Source: an optimization exercise on an open RTL-to-GDS flow (aim: small area, a short achievable clock period and few clock cycles per item). Production flows keep margins and buffers that such runs may drop. Where RTL was checked, it was by simulation tests only, not by an equivalence proof against the original. Function not checked in runs 2 and 3: the RTL went through the layout flow alone.

--- design/flow/design.v ---
module fft8_engine (
  input  logic        clk,
  input  logic        rst,
  input  logic        cmd_valid,
  input  logic [1:0]  cmd_op,
  input  logic [3:0]  cmd_sel,
  input  logic [31:0] cmd_data,
  output logic        cmd_ready,
  output logic        busy,
  output logic        done,
  output logic [31:0] result,
  output logic        result_valid
);
  localparam logic [1:0] OP_LOAD   = 2'd0;
  localparam logic [1:0] OP_EXPORT = 2'd2;
  localparam logic [1:0] TW_0 = 2'd0;    
  localparam logic [1:0] TW_2 = 2'd1;    
  localparam logic [1:0] TW_1 = 2'd2;    
  localparam logic [1:0] TW_3 = 2'd3;    
  localparam int SB = 0;     
  localparam int SX = 1;     
  localparam int ST = 2;     
  logic [15:0] xr [8];
  logic [15:0] xi [8];
  logic        r_ready;
  logic        r_busy;
  logic        r_done;
  logic        r_rv;
  logic [15:0] r_result;
  logic [3:0]  r_nst;
  logic        r_lbv;
  logic [2:0]  r_lbi;
  logic [31:0] r_lbd;
  logic [7:0]  q_v;
  logic        q_ex [8];
  logic [3:0]  q_f  [8];
  logic        r_act;
  logic [1:0]  r_st;
  logic [2:0]  r_k;
  logic        r_inv;
  logic        r_last;      
  logic [7:0]  r_finr;      
  logic [7:0]  r_fini;      
  logic [7:0]  c_sa, c_sb, c_wr, c_wi;
  logic [2:0]  c_pr, c_pi;
  logic        c_sr, c_si, c_nr, c_ni;
  logic        c_ldx;       
  logic [16:0] r_u;
  logic [16:0] r_t;
  logic        r_z;
  function automatic logic par3(input logic [2:0] k);
    par3 = ^k;
  endfunction
  function automatic logic [2:0] lastk(input logic [1:0] s);
    lastk = (s == 2'd3) ? 3'd5 : 3'd3;
  endfunction
  function automatic logic [9:0] bfly(input logic [1:0] s, input logic [2:0] k);
    logic [2:0] t, b;
    logic [1:0] w;
    logic       er, ei;
    t = 3'd0; b = 3'd0; w = TW_0; er = 1'b1; ei = 1'b1;
    case (s)
      2'd1: begin t = {k[1:0], 1'b0}; b = {k[1:0], 1'b1}; end
      2'd2: case (k[1:0])
              2'd0: begin t = 3'd5; b = 3'd7; w = TW_2; end
              2'd1: begin t = 3'd0; b = 3'd2; end
              2'd2: begin t = 3'd1; b = 3'd3; w = TW_2; end
              default: begin t = 3'd4; b = 3'd6; end
            endcase
      default: case (k)
              3'd0: begin t = 3'd0; b = 3'd4; end
              3'd1: begin t = 3'd2; b = 3'd6; w = TW_2; end
              3'd2: begin t = 3'd1; b = 3'd5; w = TW_1; ei = 1'b0; end
              3'd3: begin t = 3'd1; b = 3'd5; w = TW_1; er = 1'b0; end
              3'd4: begin t = 3'd3; b = 3'd7; w = TW_3; ei = 1'b0; end
              default: begin t = 3'd3; b = 3'd7; w = TW_3; er = 1'b0; end
            endcase
    endcase
    bfly = {ei, er, w, b, t};
  endfunction
  function automatic logic [2:0] wstep(input logic [1:0] s, input logic im, input logic [2:0] j);
    case (s)
      2'd1: wstep = {1'b0, j[2:1]};
      2'd2: case (j)
              3'd5, 3'd7: wstep = 3'd0;
              3'd0, 3'd2: wstep = 3'd1;
              3'd1, 3'd3: wstep = 3'd2;
              default:    wstep = 3'd3;
            endcase
      default: case (j[1:0])
              2'd0:    wstep = 3'd0;
              2'd2:    wstep = 3'd1;
              2'd1:    wstep = {2'b01, im};
              default: wstep = {2'b10, im};
            endcase
    endcase
  endfunction
  logic       h_v, h_ex;
  logic [3:0] h_f;
  assign h_v  = q_v[0];
  assign h_ex = q_ex[0];
  assign h_f  = q_f[0];
  logic last, free;
  assign last = r_act & r_last;
  assign free = !r_act | r_last;
  logic xq, nq, sq, pop;
  assign xq  = h_v & h_ex & (h_f[3] ? r_fini[h_f[2:0]] : r_finr[h_f[2:0]]);
  assign nq  = h_v & !h_ex & (h_f[1:0] == 2'd0) & !r_act;
  assign sq  = h_v & !h_ex & (h_f[1:0] != 2'd0) & free;
  assign pop = xq | nq | sq;
  logic       act_s, cont;
  assign cont  = r_act & !r_last;
  assign act_s = sq | cont;
  logic [8:0] qv9;       
  logic [8:0] qvm;       
  assign qv9 = {1'b0, q_v};
  assign qvm = {q_v, 1'b1};
  logic [7:0] blk, blk_p, blk_s;
  always_comb begin
    blk_s = {8{act_s}};
    blk_p = {8{act_s}};
    if (q_v[0] && !q_ex[0]) blk_s = 8'hff;
    if (q_v[1] && !q_ex[1]) blk_p = 8'hff;
    for (int i = 1; i < 8; i++) begin
      if (q_v[i]) begin
        if (!q_ex[i]) blk_s = 8'hff;
        else blk_s[q_f[i][2:0]] = 1'b1;
      end
      if (i < 7 && qv9[i + 1]) begin
        if (!q_ex[i + 1]) blk_p = 8'hff;
        else blk_p[q_f[i + 1][2:0]] = 1'b1;
      end
    end
    blk = pop ? blk_p : blk_s;
  end
  logic       acc, acc_ld, acc_st, byp, push;
  logic [1:0] in_code;
  logic [2:0] in_idx;
  assign acc     = cmd_valid & r_ready;
  assign acc_ld  = acc & (cmd_op == OP_LOAD);
  assign acc_st  = acc & cmd_op[0];
  assign in_code = (cmd_sel[3:2] == 2'b00) ? cmd_sel[1:0] : 2'b00;
  assign in_idx  = {cmd_sel[0], cmd_sel[1], cmd_sel[2]};
  assign byp     = acc_st & !q_v[0] & free & (in_code != 2'd0);
  assign push    = acc & (cmd_op != OP_LOAD) & !byp;
  logic lbw, lbv_n, ldx_n;
  assign lbw   = r_lbv & !c_ldx;
  assign lbv_n = acc_ld | lbw;
  assign ldx_n = acc_ld ? !blk[in_idx] : (lbw & !blk[r_lbi]);
  logic space_n;
  logic acc_q;
  assign acc_q   = acc & (cmd_op != OP_LOAD);
  assign space_n = pop ? !(acc_q & q_v[7]) : !(q_v[7] | (acc_q & q_v[6]));
  logic       act_n, inv_n, last_n;
  logic [1:0] st_n;
  logic [2:0] k_n;
  assign act_n  = act_s | byp;
  assign st_n   = byp ? in_code : sq ? h_f[1:0] : r_st;
  assign k_n    = (byp | sq) ? 3'd0 : r_k + 3'd1;
  assign inv_n  = byp ? cmd_op[1] : sq ? h_f[3] : r_inv;
  assign last_n = cont & (r_k + 3'd1 == lastk(r_st));
  function automatic logic [45:0] bctl(input logic [1:0] s, input logic [2:0] k,
                                       input logic inv);
    logic [9:0] bf;
    logic [2:0] t, b;
    logic [7:0] sa, sb, wr, wi;
    logic [2:0] pr, pi;
    logic       sr, si, nr, ni;
    bf = bfly(s, k);
    t  = bf[2:0];
    b  = bf[5:3];
    sa = 8'd0; sb = 8'd0; wr = 8'd0; wi = 8'd0; pr = 3'd0; pi = 3'd0;
    sr = 1'b0; si = 1'b0; nr = 1'b0; ni = 1'b0;
    sa[t] = 1'b1;
    sb[b] = 1'b1;
    if (bf[8]) begin wr[t] = 1'b1; wr[b] = 1'b1; end
    if (bf[9]) begin wi[t] = 1'b1; wi[b] = 1'b1; end
    case (bf[7:6])
      TW_0: begin pr[SB] = 1'b1; pi[SB] = 1'b1; end
      TW_2: begin pr[SX] = 1'b1; pi[SX] = 1'b1; sr = inv; si = !inv; end
      TW_1: begin
        pr[ST] = 1'b1; pi[ST] = 1'b1; nr = inv;
      end
      default: begin
        pr[ST] = 1'b1; pi[ST] = 1'b1; nr = inv; ni = 1'b1;
      end
    endcase
    sr = sr ^ nr ^ par3(t);
    si = si ^ ni ^ par3(t);
    bctl = {sr, si, nr, ni, pi, pr, wi, wr, sb, sa};
  endfunction
  logic [45:0] ctl_n;
  assign ctl_n = byp  ? bctl(in_code, 3'd0, cmd_op[1]) :
                 sq   ? bctl(h_f[1:0], 3'd0, h_f[3]) :
                 cont ? bctl(r_st, r_k + 3'd1, r_inv) : 46'd0;
  logic [7:0] finr_c, fini_c, finr_n, fini_n;
  always_comb begin
    for (int j = 0; j < 8; j++) begin
      finr_c[j] = wstep(r_st, 1'b0, 3'(j)) <= r_k;
      fini_c[j] = wstep(r_st, 1'b1, 3'(j)) <= r_k;
    end
    finr_n = (byp | sq) ? 8'd0 : cont ? finr_c : 8'hff;
    fini_n = (byp | sq) ? 8'd0 : cont ? fini_c : 8'hff;
  end
  logic [15:0] ar, ai, br, bi;
  always_comb begin
    ar = 16'd0; ai = 16'd0; br = 16'd0; bi = 16'd0;
    for (int j = 0; j < 8; j++) begin
      ar = ar | (xr[j] & {16{c_sa[j]}});
      ai = ai | (xi[j] & {16{c_sa[j]}});
      br = br | (xr[j] & {16{c_sb[j]}});
      bi = bi | (xi[j] & {16{c_sb[j]}});
    end
  end
  logic [16:0] pr, pi;
  assign pr = ({br[15], br} & {17{c_pr[SB]}}) | ({bi[15], bi} & {17{c_pr[SX]}}) |
              (r_t & {17{c_pr[ST]}}) | ({r_lbd[31:16], 1'b0} & {17{c_ldx}});
  assign pi = ({bi[15], bi} & {17{c_pi[SB]}}) | ({br[15], br} & {17{c_pi[SX]}}) |
              (r_t & {17{c_pi[ST]}}) | ({r_lbd[15:0], 1'b0} & {17{c_ldx}});
  logic csr, csi;
  assign csr = c_nr & r_z;
  assign csi = c_ni & r_z;
  logic [17:0] s_r, d_r, s_i, d_i;
  assign s_r = {ar[15], ar, 1'b1} + {pr, csr};
  assign d_r = {ar[15], ar, 1'b1} + {~pr, !csr};
  assign s_i = {ai[15], ai, 1'b1} + {pi, csi};
  assign d_i = {ai[15], ai, 1'b1} + {~pi, !csi};
  logic        xsr, xsi;
  logic [15:0] er, ei, or_, oi;
  assign xsr = c_ldx ? par3(r_lbi) : c_sr;
  assign xsi = c_ldx ? par3(r_lbi) : c_si;
  assign er  = xsr ? d_r[17:2] : s_r[17:2];
  assign or_ = xsr ? s_r[17:2] : d_r[17:2];
  assign ei  = xsi ? d_i[17:2] : s_i[17:2];
  assign oi  = xsi ? s_i[17:2] : d_i[17:2];
  logic [7:0] wer, wei;
  always_comb begin
    for (int j = 0; j < 8; j++) begin
      wer[j] = c_wr[j] | (c_ldx && r_lbi == 3'(j));
      wei[j] = c_wi[j] | (c_ldx && r_lbi == 3'(j));
    end
  end
  always_ff @(posedge clk) begin
    for (int j = 0; j < 8; j++) begin
      if (wer[j]) xr[j] <= par3(3'(j)) ? or_ : er;
      if (wei[j]) xi[j] <= par3(3'(j)) ? oi  : ei;
    end
  end
  logic        m7, msub;
  logic [15:0] mr, mi;
  assign m7   = r_k[1];
  assign msub = r_inv ^ r_k[0] ^ r_k[1];
  assign mr   = m7 ? xr[7] : xr[5];
  assign mi   = m7 ? xi[7] : xi[5];
  localparam logic [30:0] MOFF = 31'(-((64'd1 << 29) + (64'd1 << 27) + (64'd1 << 26) +
                                       (64'd1 << 24) + (64'd1 << 22) + (64'd1 << 16)));
  function automatic logic [61:0] csa(input logic [30:0] x, input logic [30:0] y,
                                      input logic [30:0] z);
    csa = {((x & y) | (x & z) | (y & z)) << 1, x ^ y ^ z};
  endfunction
  logic [16:0] up;
  logic [30:0] m0, m1, m2, m3, m4, m5, mp;
  logic [61:0] l1a, l1b, l2a, l2b, l3;
  assign up  = {~r_u[16], r_u[15:0]};
  assign m0  = {14'd0, up} << 13;
  assign m1  = {14'd0, up} << 11;
  assign m2  = {14'd0, up} << 10;
  assign m3  = {14'd0, up} << 8;
  assign m4  = {14'd0, up} << 6;
  assign m5  = {14'd0, up};
  assign l1a = csa(m0, m1, m2);
  assign l1b = csa(m3, m4, m5);
  assign l2a = csa(l1a[30:0], l1a[61:31], l1b[30:0]);
  assign l2b = csa(l2a[30:0], l2a[61:31], l1b[61:31]);
  assign l3  = csa(l2b[30:0], l2b[61:31], MOFF);
  assign mp  = l3[30:0] + l3[61:31];
  always_ff @(posedge clk) begin
    r_u <= {mi[15], mi} + ({mr[15], mr} ^ {17{msub}}) + {16'd0, msub};
    r_t <= mp[30:14];
    r_z <= |mp[13:0];
  end
  always_ff @(posedge clk) begin
    for (int i = 0; i < 8; i++) begin
      if (pop ? (q_v[i] && !qv9[i + 1]) : (!q_v[i] && qvm[i])) begin
        q_ex[i] <= (cmd_op == OP_EXPORT);
        q_f[i]  <= (cmd_op == OP_EXPORT) ? cmd_sel : {cmd_op[1], 1'b0, in_code};
      end else if (pop && i < 7) begin
        q_ex[i] <= q_ex[i + 1];
        q_f[i]  <= q_f[i + 1];
      end
    end
    if (!lbw) begin
      r_lbi <= in_idx;
      r_lbd <= cmd_data;
    end
    r_st     <= st_n;
    r_k      <= k_n;
    r_inv    <= inv_n;
    r_last   <= last_n;
    r_result <= h_f[3] ? xi[h_f[2:0]] : xr[h_f[2:0]];
  end
  always_ff @(posedge clk or posedge rst) begin
    if (rst) begin
      r_ready <= 1'b1;
      r_busy  <= 1'b0;
      r_done  <= 1'b0;
      r_rv    <= 1'b0;
      r_nst   <= 4'd0;
      r_lbv   <= 1'b0;
      q_v     <= 8'd0;
      r_act   <= 1'b0;
      r_finr  <= 8'hff;
      r_fini  <= 8'hff;
      c_ldx   <= 1'b0;
      c_sa    <= 8'd0;
      c_sb    <= 8'd0;
      c_wr    <= 8'hff;
      c_wi    <= 8'hff;
      c_pr    <= 3'd0;
      c_pi    <= 3'd0;
      c_sr    <= 1'b0;
      c_si    <= 1'b0;
      c_nr    <= 1'b0;
      c_ni    <= 1'b0;
    end else begin
      r_lbv   <= lbv_n;
      for (int i = 0; i < 8; i++)
        q_v[i] <= pop ? (qv9[i + 1] | (push & q_v[i])) : (q_v[i] | (push & qvm[i]));
      r_act   <= act_n;
      r_finr  <= finr_n;
      r_fini  <= fini_n;
      c_ldx   <= ldx_n;
      r_rv    <= xq;
      r_done  <= last | nq;
      r_nst   <= r_nst + {3'd0, acc_st} - {3'd0, r_done};
      r_busy  <= acc_st | (r_nst > 4'd1) | (r_nst == 4'd1 && !r_done);
      r_ready <= space_n & !(acc_ld & blk[in_idx]) & !(lbw & blk[r_lbi]);
      {c_sr, c_si, c_nr, c_ni, c_pi, c_pr, c_wi, c_wr, c_sb, c_sa} <= ctl_n;
    end
  end
  assign cmd_ready    = r_ready;
  assign busy         = r_busy;
  assign done         = r_done;
  assign result       = {{16{r_result[15]}}, r_result};
  assign result_valid = r_rv;
endmodule
--- design/flow/flow/run.sh ---
#!/bin/bash
# The standard ORFS layout, with its setup repair aimed below the clock period
# (repair_timing's -setup_margin), so that it also works on paths that already meet it.
set -euo pipefail
bash standard.sh SETUP_SLACK_MARGIN=8.25 finish > standard_flow.log 2>&1
--- design/flow/standard.sh ---
#!/bin/bash
# synth_recipe.tcl (not shown) runs the flow's synth.tcl, then flattens the netlist and writes it again
# the make line also repeats each setting of config.mk as NAME=value (left out here)
make -C /OpenROAD-flow-scripts/flow DESIGN_CONFIG=/design/flow/config.mk WORK_HOME=/design/flow/orfs CLKGATE_MAP_FILE= SYNTH_SCRIPT=/design/flow/synth_recipe.tcl "${@:-finish}"
--- design/flow/config.mk ---
export PLATFORM = sky130hd
export DESIGN_NAME = fft8_engine
export DESIGN_NICKNAME = fft8_engine
export VERILOG_FILES = /design/flow/design.v
export SDC_FILE = /design/flow/constraint.sdc
export NUM_CORES = 4
export LEC_CHECK = 0
export CAP_MARGIN = 20
export CORE_MARGIN = 2
export CORE_UTILIZATION = 40
export SLEW_MARGIN = 20
export TNS_END_PERCENT = 5
--- design/flow/constraint.sdc ---
create_clock -name core_clock -period 12.0 [get_ports {clk}]
set_input_delay 2.4000 -clock core_clock [delete_from_list [all_inputs] [get_ports {clk}]]
set_output_delay 2.4000 -clock core_clock [all_outputs]
set_load 0.01 [all_outputs]
==> results.rst, run 1 <==
.. list-table::
   :header-rows: 1

   * - Metric
     - Value
   * - Most congested layer reported by global routing
     - met2
   * - Initial antenna violation count
     - 1
   * - Warning count from the yosys run
     - 5
   * - Register bit count reported by yosys
     - 459
   * - Met1 usage
     - 0.342
   * - Commonest cells in the netlist
     - sky130_fd_sc_hd__edfxtp_1 (334), sky130_fd_sc_hd__a22oi_1 (312), sky130_fd_sc_hd__inv_1 (234)
   * - Largest buffer count on any clock path
     - 3
   * - Final-stage net count
     - 3242
   * - Final WS setup
     - 7.50 ns
   * - Synth area leaders
     - sky130_fd_sc_hd__edfxtp_1 (34%), sky130_fd_sc_hd__ha_1 (9.2%), sky130_fd_sc_hd__a22oi_1 (7.8%)
   * - Drt pass-1 iters
     - 10
   * - Arr. time, crit path
     - 4.95 ns
   * - DRC Markers
     - 0
   * - Count of input and output buffers
     - 76
   * - Clock buffer count from CTS
     - 54
   * - Final hold violation count
     - 0
   * - Wire length of the first global-routing pass
     - 157000 µm
   * - Hold Crit Class
     - flop to flop
   * - Async set-reset flop share out of synthesis
     - 0.153
   * - Total of endpoints with negative setup slack in the final report
     - 0
   * - Mean instance size in the synthesized netlist
     - 10.4 µm²
   * - Total number of H-tree levels
     - 2
   * - Die Footprint
     - 76800 µm²
   * - Most frequent cell after synthesis
     - sky130_fd_sc_hd__edfxtp_1
   * - Largest area contributor in the netlist
     - sky130_fd_sc_hd__edfxtp_1
   * - Clock insertion delay at the later pin of the skew report
     - 0.63 ns
   * - Final max-slew violation count
     - 0
   * - Largest net degree at the start of global routing
     - 71
   * - Sum of overflow across all layers after global routing
     - 0
   * - Fraction of post-synthesis cell area in the top cell type by area
     - 0.336
   * - Crit Path Category
     - flop to flop
   * - Startpoint of the lowest-slack register-to-register path
     - q_f[0][1]
   * - Core area
     - 74200 µm²
   * - Worst endpoint required time
     - 12.45 ns
   * - Source of the critical timing path
     - q_f[0][1]
   * - R2r endpoint
     - r_result[4]
   * - CP most frequent cell
     - sky130_fd_sc_hd__buf_4
   * - CTS tree
     - yes
   * - Synth-to-Final Area Change
     - 16.4%
   * - Post-detailed-route wirelength per cell
     - 27.0 µm
   * - Last weighted congestion value of the routability-driven placer
     - 0.923
   * - Via count of the first global-routing pass
     - 25200
   * - Peak Freq
     - 0.222 GHz
   * - Fraction of met2 tracks used by global routing
     - 0.426
   * - Slowest cell on the critical path
     - sky130_fd_sc_hd__or4_1
   * - Placed Instance Area
     - 31700 µm²
   * - Met3 track utilization from global routing
     - 0.0540
   * - Category of the worst setup path capture point
     - flop
   * - CP Capture Point
     - r_result[4]
   * - Layout cells sized above 1
     - 0.139
   * - Clk root buf
     - sky130_fd_sc_hd__clkbuf_16
   * - Number of flops mapped to enable cells by yosys
     - 334
   * - IO Count
     - 77
   * - Chip height
     - 277 µm
   * - Synthesized instance count
     - 2859
   * - Slowest stage delay, CP
     - 0.83 ns
   * - Number of standard-cell rows in the floorplan
     - 100
   * - Clock-pin transition on the worst setup and hold timing paths
     - 0.06 ns
   * - Max-Slew Margin vs Limit
     - 0.180
   * - Cell count of the worst reg-to-reg path
     - 9
   * - Most instantiated flip-flop cell in the synthesis netlist
     - sky130_fd_sc_hd__edfxtp_1
   * - Layout Skew
     - 0.0291 ns
   * - CTS sink count
     - 459
   * - Largest delay share family, worst path
     - simple AND/OR/NAND/NOR gates
   * - Crit path max fanout
     - 20
   * - Final design instance area without fill
     - 34700 µm²
   * - DR vias
     - 25200
   * - Initial Util
     - 0.402
   * - Nature of the critical path startpoint
     - flop
   * - GRT Total Usage
     - 0.271
   * - CP Cell Sequence
     - inv_1 > ha_1 > buf_4 > and2_1 > buf_4 > or4_1 > o2111ai_1 > o211ai_1 > o21ai_0
   * - Post-route minimum period
     - 4.50 ns
   * - Per-cell via count in the routed design
     - 6.40
   * - Count of distinct cell types in the synthesized netlist
     - 93
   * - Number of cells on the critical path
     - 9
   * - Count of max-cap constraint violations
     - 0
   * - Status
     - complete, no violations
   * - RSZ-0062 raised after global routing
     - true
   * - Setup_tns
     - 0 ns
   * - Number of violations reported at the end of detailed-routing iteration 0
     - 3744
   * - Worst path bufs/invs
     - 3
   * - Setup slack after placement
     - 6.67 ns
   * - Post-Route Utilization
     - 0.468
   * - Number of nets in the synthesized netlist
     - 3172
   * - Sum of routed wire length over all layers
     - 107000 µm
   * - Portion of the post-synthesis area used by sequential elements
     - 0.433
   * - Post-synthesis instance area
     - 29800 µm²
   * - Total half-perimeter wirelength after legalization and detailed placement
     - 67800 µm
   * - Slew at the pin closest to its max-slew limit
     - 1.23 ns
   * - Period utilisation layout
     - 0.375
   * - Count of nets left with antenna violations after detail routing
     - 0
   * - Slack of the worst reg-to-reg path
     - 7.50 ns
   * - Die X-Extent
     - 277 µm
## repair_timing
item | CTS | global route
gates cloned | 4 | 0
endpoints found under the setup margin | 352 | 348
gates resized for setup | 82 | 54
setup buffers | 37 | 20
hold buffers | 0 | 0
pin swaps | 38 | 22
## layout by cell type (no fill, tap or decap), types with 39 or more instances in the layout
cell / count
sky130_fd_sc_hd__a21oi_1: 115
sky130_fd_sc_hd__a222oi_1: 44
sky130_fd_sc_hd__a22o_1: 44
sky130_fd_sc_hd__a22oi_1: 309
sky130_fd_sc_hd__buf_4: 96
sky130_fd_sc_hd__clkbuf_16: 57
sky130_fd_sc_hd__clkdlybuf4s50_1: 70
sky130_fd_sc_hd__edfxtp_1: 334
sky130_fd_sc_hd__fa_1: 53
sky130_fd_sc_hd__ha_1: 198
sky130_fd_sc_hd__inv_1: 227
sky130_fd_sc_hd__mux2_2: 40
sky130_fd_sc_hd__mux2i_1: 39
sky130_fd_sc_hd__nand2_1: 181
sky130_fd_sc_hd__nand4_1: 76
sky130_fd_sc_hd__nor2_1: 130
sky130_fd_sc_hd__o21ai_0: 152
sky130_fd_sc_hd__xnor2_1: 95
## routing by layer
layer	wire length, µm	vias up	share of wire
met5	13	-	0.00012
met4	7140	2	0.067
met3	11300	405	0.11
met2	47700	1636	0.45
met1	40400	12200	0.38
li1	-	11000	-
## tightest hold or removal path, cell delays in order (launching register included)
cell	delay [ns]
sky130_fd_sc_hd__dfxtp_2	0.33
sky130_fd_sc_hd__inv_1	0.10
sky130_fd_sc_hd__a31oi_1	0.08
## state kept, by name, indices dropped and copies added, names as in the netlist, 4 cells and up
signal,cells
xi,128
xr,128
q_f,32
r_lbd,32
r_t,17
r_u,17
r_result,16
c_sa,8
c_sb,8
c_wi,8
c_wr,8
q_ex,8
q_v,8
r_fini,8
r_finr,4
r_nst,4
## how the worst min path moves through the flow
stage	start	end	slack (ns)	cells after the start
CTS	r_k[1]	r_fini[0]	0.53	2
global placement	r_nst[0]	r_nst[0]	0.51	1
floorplan	r_last	r_done	0.48	1
detailed placement	r_k[1]	r_fini[0]	0.52	2
finish	r_k[1]	r_fini[0]	0.52	2
global route	r_k[1]	r_fini[0]	0.55	2
## per-stage QoR
step	hold WS [ns]	std cells
3_5_place_dp	0.519	3781
4_1_cts	0.528	3924
2_1_floorplan	0.484	2859
6_report	0.523	3945
3_3_place_gp	0.512	3781
5_1_grt	0.551	3944
## cells by family (layout without fill, tap and decap cells)
family                   Yosys count  in the layout  share of synthesized area
other                              0              1                          0
XOR/XNOR                         126            126                     0.0376
AND/OR/NAND/NOR                  595            595                     0.0965
flip-flops                       459            459                      0.433
AO/OA/AOI/OAI                    916            916                      0.221
adder cells (fa/ha/maj)          272            272                      0.127
multiplexers                      83             83                     0.0304
buffers and inverters            408            524                     0.0541
## layout make-up
| cell class | count | area, µm² |
|---|---|---|
| fillers | 6679 | 39500 |
| multi-input cells | 1992 | 16000 |
| flip-flops and latches | 459 | 13000 |
| repair buffers | 188 | 1820 |
| clock buffers | 77 | 1590 |
| well taps | 969 | 1210 |
| inverters | 234 | 881 |
| clock inverters | 25 | 273 |
| diodes | 1 | 2.50 |
Testbench counts, summed over its fixed seeds: cycles 8,704, items 320.
==> run 2: changes to the inputs <==
--- a/design/flow/design.v
+++ b/design/flow/design.v
@@ -156,7 +156,7 @@
   logic [2:0] k_n;
   assign act_n  = act_s | byp;
-  assign st_n   = byp ? in_code : sq ? h_f[1:0] : r_st;
+  assign st_n   = cont ? r_st : byp ? in_code : h_f[1:0];
   assign k_n    = (byp | sq) ? 3'd0 : r_k + 3'd1;
-  assign inv_n  = byp ? cmd_op[1] : sq ? h_f[3] : r_inv;
+  assign inv_n  = cont ? r_inv : byp ? cmd_op[1] : h_f[3];
   assign last_n = cont & (r_k + 3'd1 == lastk(r_st));
   function automatic logic [45:0] bctl(input logic [1:0] s, input logic [2:0] k,
@@ -298,4 +298,6 @@
     r_inv    <= inv_n;
     r_last   <= last_n;
+    {c_sr, c_si} <= ctl_n[41:40];
+    c_sb         <= ctl_n[15:8];
     r_result <= h_f[3] ? xi[h_f[2:0]] : xr[h_f[2:0]];
   end
@@ -314,11 +316,8 @@
       c_ldx   <= 1'b0;
       c_sa    <= 8'd0;
-      c_sb    <= 8'd0;
       c_wr    <= 8'hff;
       c_wi    <= 8'hff;
       c_pr    <= 3'd0;
       c_pi    <= 3'd0;
-      c_sr    <= 1'b0;
-      c_si    <= 1'b0;
       c_nr    <= 1'b0;
       c_ni    <= 1'b0;
@@ -336,5 +335,6 @@
       r_busy  <= acc_st | (r_nst > 4'd1) | (r_nst == 4'd1 && !r_done);
       r_ready <= space_n & !(acc_ld & blk[in_idx]) & !(lbw & blk[r_lbi]);
-      {c_sr, c_si, c_nr, c_ni, c_pi, c_pr, c_wi, c_wr, c_sb, c_sa} <= ctl_n;
+      {c_nr, c_ni, c_pi, c_pr, c_wi, c_wr} <= ctl_n[39:16];
+      c_sa    <= ctl_n[7:0];
     end
   end
==> design/flow/flow/run.sh (replaced) <==
#!/bin/bash
# The standard ORFS layout, with its setup repair aimed below the clock period
# (repair_timing's -setup_margin), so that it also works on paths that already meet it.
set -euo pipefail
bash standard.sh SETUP_SLACK_MARGIN=8 finish > standard_flow.log 2>&1
==> run 2 against run 1 <==
  * Sequential share of layout area is 0.38 points lower
  * Cell count is 0.10% lower
  * Flip-flop and latch count stayed put
  * Synthesized cell count is 0.35% lower
  * Count of clock-buffer cells in the layout is 4 lower
  * Setup slack worse by 0.057 ns
  * Via count is 0.29% higher
  * Fmax is 1.3% lower
  * Critical endpoint is now r_result[12]
  * Largest cell class unchanged
  * Highest routed layer is now met4
==> results.rst, run 2 <==
.. list-table::
   :header-rows: 1

   * - Metric
     - Value
   * - Status
     - complete, no violations
   * - Largest area contributor in the netlist
     - sky130_fd_sc_hd__edfxtp_1
   * - Hold Crit Class
     - flop to flop
   * - Number of violations reported at the end of detailed-routing iteration 0
     - 3497
   * - Placed Instance Area
     - 31400 µm²
   * - Most common cell after layout, fill and taps aside
     - sky130_fd_sc_hd__edfxtp_1
   * - Async set-reset flop share out of synthesis
     - 0.131
   * - DR vias
     - 25300
   * - Crit Path Category
     - flop to flop
   * - Count of nets left with antenna violations after detail routing
     - 0
   * - Mean instance size in the synthesized netlist
     - 10.4 µm²
   * - GRT Total Usage
     - 0.271
   * - CTS sink count
     - 459
   * - Arr. time, crit path
     - 5.00 ns
   * - Chip height
     - 276 µm
   * - Final design instance area without fill
     - 35000 µm²
   * - Commonest cells after routing, fill and taps aside
     - sky130_fd_sc_hd__edfxtp_1 (334), sky130_fd_sc_hd__a22oi_1 (302), sky130_fd_sc_hd__inv_1 (203), sky130_fd_sc_hd__nand2_1 (197), sky130_fd_sc_hd__ha_1 (190)
   * - Sum of routed wire length over all layers
     - 106000 µm
   * - Post-synthesis instance area
     - 29600 µm²
   * - Synthesized instance count
     - 2849
   * - Total number of H-tree levels
     - 2
   * - Layout cells sized above 1
     - 0.161
   * - Final-stage net count
     - 3250
   * - Fraction of post-synthesis cell area in the top cell type by area
     - 0.339
   * - Per-cell via count in the routed design
     - 6.42
   * - Initial antenna violation count
     - 0
   * - Die Footprint
     - 76200 µm²
   * - Portion of the post-synthesis area used by sequential elements
     - 0.435
   * - Wire length of the first global-routing pass
     - 154000 µm
   * - Final WS setup
     - 7.44 ns
   * - Most instantiated flip-flop cell in the synthesis netlist
     - sky130_fd_sc_hd__edfxtp_1
   * - Sum of overflow across all layers after global routing
     - 0
   * - Total of endpoints with negative setup slack in the final report
     - 0
   * - Clock insertion delay at the later pin of the skew report
     - 0.63 ns
   * - DRC Markers
     - 0
   * - Total half-perimeter wirelength after legalization and detailed placement
     - 66100 µm
   * - Nature of the critical path startpoint
     - flop
   * - Period utilisation layout
     - 0.380
   * - CTS tree
     - yes
   * - Drt pass-1 iters
     - 10
   * - Top flop regs
     - xi x128, xr x128
   * - Setup slack after placement
     - 7.06 ns
   * - Count of max-cap constraint violations
     - 0
   * - Synth area leaders
     - sky130_fd_sc_hd__edfxtp_1 (34%), sky130_fd_sc_hd__ha_1 (9.3%), sky130_fd_sc_hd__a22oi_1 (8.1%)
   * - Multi-input gate area
     - 16000 µm²
   * - IO Count
     - 77
   * - Initial Util
     - 0.405
   * - Most frequent cell after synthesis
     - sky130_fd_sc_hd__edfxtp_1
   * - RSZ-0062 raised after global routing
     - true
   * - Count of input and output buffers
     - 76
   * - Number of antenna diodes
     - 0
   * - Largest net degree at the start of global routing
     - 61
   * - Last weighted congestion value of the routability-driven placer
     - 0.914
   * - Clock buffer count from CTS
     - 53
   * - Commonest cells in the netlist
     - sky130_fd_sc_hd__edfxtp_1 (334), sky130_fd_sc_hd__a22oi_1 (319), sky130_fd_sc_hd__ha_1 (219), sky130_fd_sc_hd__inv_1 (219), sky130_fd_sc_hd__nand2_1 (198)
   * - Sequential standard cell area
     - 13000 µm²
   * - Via count of the first global-routing pass
     - 24800
   * - Slew at the pin closest to its max-slew limit
     - 1.23 ns
   * - Post-Route Utilization
     - 0.479
   * - Layout Skew
     - 0.0264 ns
   * - Die X-Extent
     - 276 µm
   * - Clk root buf
     - sky130_fd_sc_hd__clkbuf_16
   * - Synth-to-Final Area Change
     - 18.3%
   * - Number of standard-cell rows in the floorplan
     - 99
   * - Fill cell count
     - 6582
   * - Warning count from the yosys run
     - 5
   * - Category of the worst setup path capture point
     - flop
   * - Final hold violation count
     - 0
   * - Clock-pin transition on the worst setup and hold timing paths
     - 0.06 ns
   * - Number of flops mapped to enable cells by yosys
     - 334
   * - Largest buffer count on any clock path
     - 3
   * - Setup_tns
     - 0 ns
   * - Crit path max fanout
     - 22
   * - Worst endpoint required time
     - 12.44 ns
   * - Max-Slew Margin vs Limit
     - 0.181
   * - Post-CTS Hold Fix Bufs
     - 0
   * - Final max-slew violation count
     - 0
   * - Number of nets in the synthesized netlist
     - 3162
   * - Post-route minimum period
     - 4.56 ns
   * - Count of distinct cell types in the synthesized netlist
     - 77
   * - Post-detailed-route wirelength per cell
     - 26.9 µm
   * - Peak Freq
     - 0.219 GHz
   * - Core area
     - 73100 µm²
   * - Register bit count reported by yosys
     - 459
run 2: critical path, stage by stage, from the launching register on:
cell and delay [ns]:
sky130_fd_sc_hd__edfxtp_1 0.58, sky130_fd_sc_hd__inv_1 0.19, sky130_fd_sc_hd__ha_2 0.83, sky130_fd_sc_hd__and2_2 0.93, sky130_fd_sc_hd__or4_2 0.66, sky130_fd_sc_hd__nor2_1 0.08
sky130_fd_sc_hd__a31oi_1 0.38, sky130_fd_sc_hd__nor2_1 0.09, sky130_fd_sc_hd__a31oi_1 0.61
run 2: through the flow:
step | hold slack, ns | std cells
2_1_floorplan | 0.451 | 2849
3_3_place_gp | 0.513 | 3763
3_5_place_dp | 0.542 | 3763
4_1_cts | 0.536 | 3925
5_1_grt | 0.550 | 3941
6_report | 0.531 | 3941
run 2: what timing repair did:
| action | CTS | global route |
|---|---|---|
| buffers inserted | 53 | 16 |
| endpoints found under the setup margin | 207 | 229 |
| gates cloned | 9 | 0 |
| resized for setup | 136 | 67 |
| pin swaps | 63 | 45 |
run 2: cells by family (layout without fill, tap and decap cells):
kind of cell             after synthesis  count (layout)  synth area share
AO/OA/AOI/OAI                        906             906             0.214
XOR/XNOR                             128             128            0.0379
adder cells (fa/ha/maj)              272             272             0.128
buffers and inverters                391             524            0.0520
flip-flops                           459             459             0.435
multiplexers                          95              95            0.0361
AND/OR/NAND/NOR                      598             598            0.0970
run 2: final cells by class:
class / instances / share of cell area
flip-flops and latches: 459 / 0.370
clock inverters: 27 / 0.00915
inverters: 221 / 0.0242
clock buffers: 73 / 0.0427
well taps: 959 / 0.0343
multi-input cells: 1999 / 0.458
repair buffers: 203 / 0.0610
run 2: final timing paths:
| kind | slack (ns) | from | to | depth (start not counted) |
|---|---|---|---|---|
| setup / recovery | 7.44 | q_f[0][1] | r_result[12] | 8 |
| min in group asynchronous | 2.28 | rst | r_rv | 3 |
| max in group asynchronous | 9.12 | rst | c_ldx | 3 |
| hold / removal | 0.53 | r_k[0] | r_k[0] | 1 |
| setup reg to reg | 7.44 | q_f[0][1] | r_result[12] | 8 |
| hold reg to reg | 0.53 | r_k[0] | r_k[0] | 1 |
run 2: routing by layer:
layer | vias up | wire length, µm | GRT usage | share of wire
met2 | 1748 | 46700 | 0.424 | 0.44
met4 | 0 | 6980 | 0.149 | 0.066
met1 | 12200 | 40600 | 0.346 | 0.38
met3 | 475 | 11800 | 0.0653 | 0.11
met5 | - | 0 | 0 | 0
li1 | 10900 | - | - | -
==> run 3: changes to the inputs <==
--- a/design/flow/design.v
+++ b/design/flow/design.v
@@ -42,5 +42,5 @@
   logic [7:0]  r_finr;      
   logic [7:0]  r_fini;      
-  logic [7:0]  c_sa, c_sb, c_wr, c_wi;
+  logic [7:0]  c_sar, c_sai, c_sbr, c_sbi, c_wr, c_wi;
   logic [2:0]  c_pr, c_pi;
   logic        c_sr, c_si, c_nr, c_ni;
@@ -160,5 +160,5 @@
   assign inv_n  = cont ? r_inv : byp ? cmd_op[1] : h_f[3];
   assign last_n = cont & (r_k + 3'd1 == lastk(r_st));
-  function automatic logic [45:0] bctl(input logic [1:0] s, input logic [2:0] k,
+  function automatic logic [57:0] bctl(input logic [1:0] s, input logic [2:0] k,
                                        input logic inv);
     logic [9:0] bf;
@@ -188,10 +188,11 @@
     sr = sr ^ nr ^ par3(t);
     si = si ^ ni ^ par3(t);
-    bctl = {sr, si, nr, ni, pi, pr, wi, wr, sb, sa};
+    bctl = {sr, si, nr, ni, pi, pr, wi, wr, (bf[9] ? sb : 8'd0), (bf[8] ? sb : 8'd0),
+            (bf[9] ? sa : 8'd0), (bf[8] ? sa : 8'd0)};
   endfunction
-  logic [45:0] ctl_n;
+  logic [57:0] ctl_n;
   assign ctl_n = byp  ? bctl(in_code, 3'd0, cmd_op[1]) :
                  sq   ? bctl(h_f[1:0], 3'd0, h_f[3]) :
-                 cont ? bctl(r_st, r_k + 3'd1, r_inv) : 46'd0;
+                 cont ? bctl(r_st, r_k + 3'd1, r_inv) : 58'd0;
   logic [7:0] finr_c, fini_c, finr_n, fini_n;
   always_comb begin
@@ -207,8 +208,8 @@
     ar = 16'd0; ai = 16'd0; br = 16'd0; bi = 16'd0;
     for (int j = 0; j < 8; j++) begin
-      ar = ar | (xr[j] & {16{c_sa[j]}});
-      ai = ai | (xi[j] & {16{c_sa[j]}});
-      br = br | (xr[j] & {16{c_sb[j]}});
-      bi = bi | (xi[j] & {16{c_sb[j]}});
+      ar = ar | (xr[j] & {16{c_sar[j]}});
+      ai = ai | (xi[j] & {16{c_sai[j]}});
+      br = br | (xr[j] & {16{c_sbr[j]}});
+      bi = bi | (xi[j] & {16{c_sbi[j]}});
     end
   end
@@ -298,6 +299,6 @@
     r_inv    <= inv_n;
     r_last   <= last_n;
-    {c_sr, c_si} <= ctl_n[41:40];
-    c_sb         <= ctl_n[15:8];
+    {c_sr, c_si} <= ctl_n[57:56];
+    {c_sbi, c_sbr} <= ctl_n[31:16];
     r_result <= h_f[3] ? xi[h_f[2:0]] : xr[h_f[2:0]];
   end
@@ -315,5 +316,6 @@
       r_fini  <= 8'hff;
       c_ldx   <= 1'b0;
-      c_sa    <= 8'd0;
+      c_sar   <= 8'd0;
+      c_sai   <= 8'd0;
       c_wr    <= 8'hff;
       c_wi    <= 8'hff;
@@ -335,6 +337,6 @@
       r_busy  <= acc_st | (r_nst > 4'd1) | (r_nst == 4'd1 && !r_done);
       r_ready <= space_n & !(acc_ld & blk[in_idx]) & !(lbw & blk[r_lbi]);
-      {c_nr, c_ni, c_pi, c_pr, c_wi, c_wr} <= ctl_n[39:16];
-      c_sa    <= ctl_n[7:0];
+      {c_nr, c_ni, c_pi, c_pr, c_wi, c_wr} <= ctl_n[55:32];
+      {c_sai, c_sar} <= ctl_n[15:0];
     end
   end
--- a/design/flow/config.mk
+++ b/design/flow/config.mk
@@ -10,3 +10,2 @@
 export CORE_UTILIZATION = 40
 export SLEW_MARGIN = 20
-export TNS_END_PERCENT = 5
==> run 3 against run 2 <==
  * Global-route usage is 0.15 points lower
  * Still clean
  * Register-to-register slack better by 0.03 ns
  * Core utilization is 0.55 points higher
  * Routed wire length is 2.1% higher
  * Cell count is 1.8% higher
  * Cell area is 3.2% higher
  * Sequential share of layout area is 0.20 points lower
  * Area after synthesis is 2.1% higher
  * Synthesized cell count is 1.2% higher
  * Via count is 0.48% higher
  * Clock skew is 0.0028 ns lower
  * Flip-flop and latch count is 16 higher
==> results.rst, run 3 <==
.. list-table::
   :header-rows: 1

   * - Metric
     - Value
   * - Total of endpoints with negative setup slack in the final report
     - 0
   * - Warning count from the yosys run
     - 5
   * - Via count of the first global-routing pass
     - 24800
   * - Async set-reset flop share out of synthesis
     - 0.143
   * - CTS tree
     - yes
   * - Initial antenna violation count
     - 1
   * - Number of cells on the critical path
     - 16
   * - Layout cells sized above 1
     - 0.196
   * - Number of violations reported at the end of detailed-routing iteration 0
     - 3953
   * - Number of flops mapped to enable cells by yosys
     - 334
   * - Clock insertion delay at the later pin of the skew report
     - 0.62 ns
   * - DRC Markers
     - 0
   * - Drt pass-1 iters
     - 12
   * - Post-detailed-route wirelength per cell
     - 27.0 µm
   * - DR vias
     - 25400
   * - Setup_tns
     - 0 ns
   * - Setup slack after placement
     - 6.85 ns
   * - Worst endpoint required time
     - 12.52 ns
   * - Max-Slew Margin vs Limit
     - 0.176
   * - Wire length of the first global-routing pass
     - 157000 µm
   * - Cell count of the worst reg-to-reg path
     - 16
   * - Largest delay share family, worst path
     - adder cells
   * - Most instantiated flip-flop cell in the synthesis netlist
     - sky130_fd_sc_hd__edfxtp_1
   * - Top flop regs
     - xi x128, xr x128
   * - Largest net degree at the start of global routing
     - 71
   * - Cell depth of the worst min-delay path
     - 1
   * - Total number of H-tree levels
     - 2
   * - Portion of the post-synthesis area used by sequential elements
     - 0.438
   * - Hold Crit Class
     - flop to flop
   * - Hold Path Origin
     - r_nst[0]
   * - Last weighted congestion value of the routability-driven placer
     - 0.971
   * - GRT Total Usage
     - 0.270
   * - Number of standard-cell rows in the floorplan
     - 100
   * - Mean instance size in the synthesized netlist
     - 10.5 µm²
   * - Clock buffer count from CTS
     - 55
   * - Final-stage net count
     - 3311
   * - Final max-slew violation count
     - 0
   * - Status
     - complete, no violations
   * - Slew at the pin closest to its max-slew limit
     - 1.24 ns
   * - Largest buffer count on any clock path
     - 3
   * - Count of max-cap constraint violations
     - 0
   * - RSZ-0062 raised after global routing
     - true
   * - Crit Path Category
     - flop to flop
   * - Nature of the critical path startpoint
     - flop
   * - Initial Util
     - 0.405
   * - Hold slack final
     - 0.529 ns
   * - Slowest cell on the critical path
     - sky130_fd_sc_hd__fa_1
   * - Chip height
     - 279 µm
   * - Die Footprint
     - 77700 µm²
   * - Total placed cells including tap cells
     - 3808
   * - Synthesized instance count
     - 2884
   * - Final design instance area without fill
     - 36100 µm²
   * - Final Instance Count excl. Fillers
     - 4013
   * - Startpoint of the lowest-slack register-to-register path
     - r_u[7]
   * - Post-route minimum period
     - 4.52 ns
   * - Final hold violation count
     - 0
   * - Synth-to-Final Area Change
     - 19.6%
   * - Most frequent cell after synthesis
     - sky130_fd_sc_hd__edfxtp_1
   * - Placed Instance Area
     - 32100 µm²
   * - Largest area contributor in the netlist
     - sky130_fd_sc_hd__edfxtp_1
   * - CP most frequent cell
     - sky130_fd_sc_hd__fa_1
   * - Total half-perimeter wirelength after legalization and detailed placement
     - 72100 µm
   * - Commonest cells in the netlist
     - sky130_fd_sc_hd__edfxtp_1 (334), sky130_fd_sc_hd__a22oi_1 (284), sky130_fd_sc_hd__inv_1 (221)
   * - Clock-pin transition on the worst setup and hold timing paths
     - 0.06 ns
   * - Final WS setup
     - 7.48 ns
   * - Count of input and output buffers
     - 76
   * - Synth area leaders
     - sky130_fd_sc_hd__edfxtp_1 (33%), sky130_fd_sc_hd__ha_1 (9.1%), sky130_fd_sc_hd__a22oi_1 (7.1%)
   * - Register bit count reported by yosys
     - 475
   * - Most common cell after layout, fill and taps aside
     - sky130_fd_sc_hd__edfxtp_1
   * - Per-cell via count in the routed design
     - 6.34
   * - Worst path bufs/invs
     - 2
   * - Period utilisation layout
     - 0.377
   * - Sum of overflow across all layers after global routing
     - 0
   * - Arr. time, crit path
     - 5.04 ns
   * - Post-synthesis instance area
     - 30200 µm²
   * - Fraction of post-synthesis cell area in the top cell type by area
     - 0.332
   * - CP Cell Sequence
     - fa_1 > inv_1 > fa_1 > inv_1 > fa_1 > ha_4 > ha_4 > a21o_1 > a2111o_1 > a41oi_2 > o21ai_2 > a31o_2 > o41a_1 > a21oi_2 > o21bai_1 > xnor2_1
   * - Slack of the worst reg-to-reg path
     - 7.48 ns
   * - Clk root buf
     - sky130_fd_sc_hd__clkbuf_16
   * - Sum of routed wire length over all layers
     - 108000 µm
   * - Sequential standard cell area
     - 13300 µm²
   * - Fill cell count
     - 6609
   * - Source of the critical timing path
     - r_u[7]
   * - CTS sink count
     - 475
   * - IO Count
     - 77
   * - Commonest cells after routing, fill and taps aside
     - sky130_fd_sc_hd__edfxtp_1 (334), sky130_fd_sc_hd__a22oi_1 (269), sky130_fd_sc_hd__inv_1 (204), sky130_fd_sc_hd__ha_1 (189), sky130_fd_sc_hd__nand2_1 (180)
   * - Layout Skew
     - 0.0236 ns
   * - Die X-Extent
     - 279 µm
   * - Peak Freq
     - 0.221 GHz
   * - Core area
     - 74600 µm²
   * - Slowest stage delay, CP
     - 0.56 ns
   * - Category of the worst setup path capture point
     - flop
   * - Count of distinct cell types in the synthesized netlist
     - 87
   * - Count of nets left with antenna violations after detail routing
     - 0
   * - Multi-input gate area
     - 16600 µm²
   * - Number of nets in the synthesized netlist
     - 3198
   * - Crit path max fanout
     - 5
-- run 3: cell types whose count changed in the layout (fill, tap and decap cells not counted), moves of 21 or more --
cell	previous run	this run
sky130_fd_sc_hd__dlygate4sd2_1	0	21
sky130_fd_sc_hd__clkdlybuf4s50_1	76	53
sky130_fd_sc_hd__a22oi_1	302	269
sky130_fd_sc_hd__buf_4	98	131
sky130_fd_sc_hd__o21ai_0	139	98
-- run 3: worst reg2reg max path: stages (launching register included) --
cell and delay, ns:
sky130_fd_sc_hd__dfxtp_4 0.38, sky130_fd_sc_hd__fa_1 0.56, sky130_fd_sc_hd__inv_1 0.07, sky130_fd_sc_hd__fa_1 0.53, sky130_fd_sc_hd__inv_1 0.05, sky130_fd_sc_hd__fa_1 0.54, sky130_fd_sc_hd__ha_4 0.23, sky130_fd_sc_hd__ha_4 0.16
sky130_fd_sc_hd__a21o_1 0.18, sky130_fd_sc_hd__a2111o_1 0.43, sky130_fd_sc_hd__a41oi_2 0.26, sky130_fd_sc_hd__o21ai_2 0.11, sky130_fd_sc_hd__a31o_2 0.23, sky130_fd_sc_hd__o41a_1 0.35, sky130_fd_sc_hd__a21oi_2 0.14, sky130_fd_sc_hd__o21bai_1 0.09
sky130_fd_sc_hd__xnor2_1 0.13
-- run 3: cells by family (layout without fill, tap and decap cells) --
logic type	count (synthesis)	in the layout	share of synthesized area
buffers and inverters	409	568	0.0531
XOR/XNOR	130	130	0.0379
AO/OA/AOI/OAI	853	853	0.201
multiplexers	109	109	0.0427
other	0	1	0
AND/OR/NAND/NOR	634	634	0.100
flip-flops	475	475	0.438
adder cells (fa/ha/maj)	274	274	0.127
-- run 3: per-layer routing --
layer  GRT usage  vias to the layer above  wire [µm]
met2       0.422                     1685      48200
met5           0                        -          0
met4       0.149                        0       6620
li1            -                    11000          -
met1       0.353                    12400      42300
met3      0.0510                      362      11200
-- run 3: timing repair --
item	4_1_cts	5_1_grt
hold buffers	0	0
setup buffers	53	47
pin swaps	61	60
resized for setup	163	124
endpoints found under the setup margin	211	168
gates cloned	0	0
-- run 3: per-stage QoR --
step | util
5_1_grt | 0.484
2_1_floorplan | -
3_5_place_dp | 0.431
3_3_place_gp | 0.431
6_report | 0.484
4_1_cts | 0.472
-- run 3: path summary, 6_finish.rpt --
kind,endpoint
max,r_t[16]
min,r_nst[0]
max reg2reg,r_t[16]
min reg2reg,r_nst[0]
max in group asynchronous,c_sai[7]
min in group asynchronous,r_busy
-- run 3: final cells by class --
type | count | share of cell area
Multi-Input combinational cell | 2000 | 0.460
Sequential cell | 475 | 0.368
Timing Repair Buffer | 242 | 0.0617
Clock buffer | 81 | 0.0442
Tap cell | 969 | 0.0336
Inverter | 223 | 0.0234
Clock inverter | 22 | 0.00939
Antenna cell | 1 | 0.0000693

## static timing again, ports no longer ideal
No port has a modelled driver above. Below, the same layouts with a new extraction and two added sets of constraints.
Step 1 (the two cells are an assumption about what drives the block):
set clk [get_ports {clk}]
set_driving_cell -lib_cell sky130_fd_sc_hd__clkbuf_16 $clk
set_driving_cell -lib_cell sky130_fd_sc_hd__buf_2 [delete_from_list [all_inputs] $clk]
Step 2 also shifts input and output timing later by t, the mid clock arrival at the registers, as if the neighbouring blocks saw the same clock.
a / b / c = no drivers / after step 1 / after step 2; a / b = the first two.
| run | t (ns) | slack for setup (ns) | hold slack, ns | worst setup path at the end | worst data-port slew with drivers (ns) |
|---|---|---|---|---|---|
| run 1 | 0.680 | 7.500 / 7.500 / 6.931 | 0.523 / 0.523 / 0.523 | input to register | 0.05 |
| run 2 | 0.684 | 7.443 / 7.443 / 7.032 | 0.531 / 0.531 / 0.531 | input to register | 0.05 |
| run 3 | 0.676 | 7.476 / 7.476 / 7.476 | 0.529 / 0.529 / 0.529 | register to register | 0.06 |
After both steps setup and hold are still met in every run listed. For run 1, which loses most, drivers alone change the setup slack by 0.000 ns; drivers and shift together by -0.569 ns.
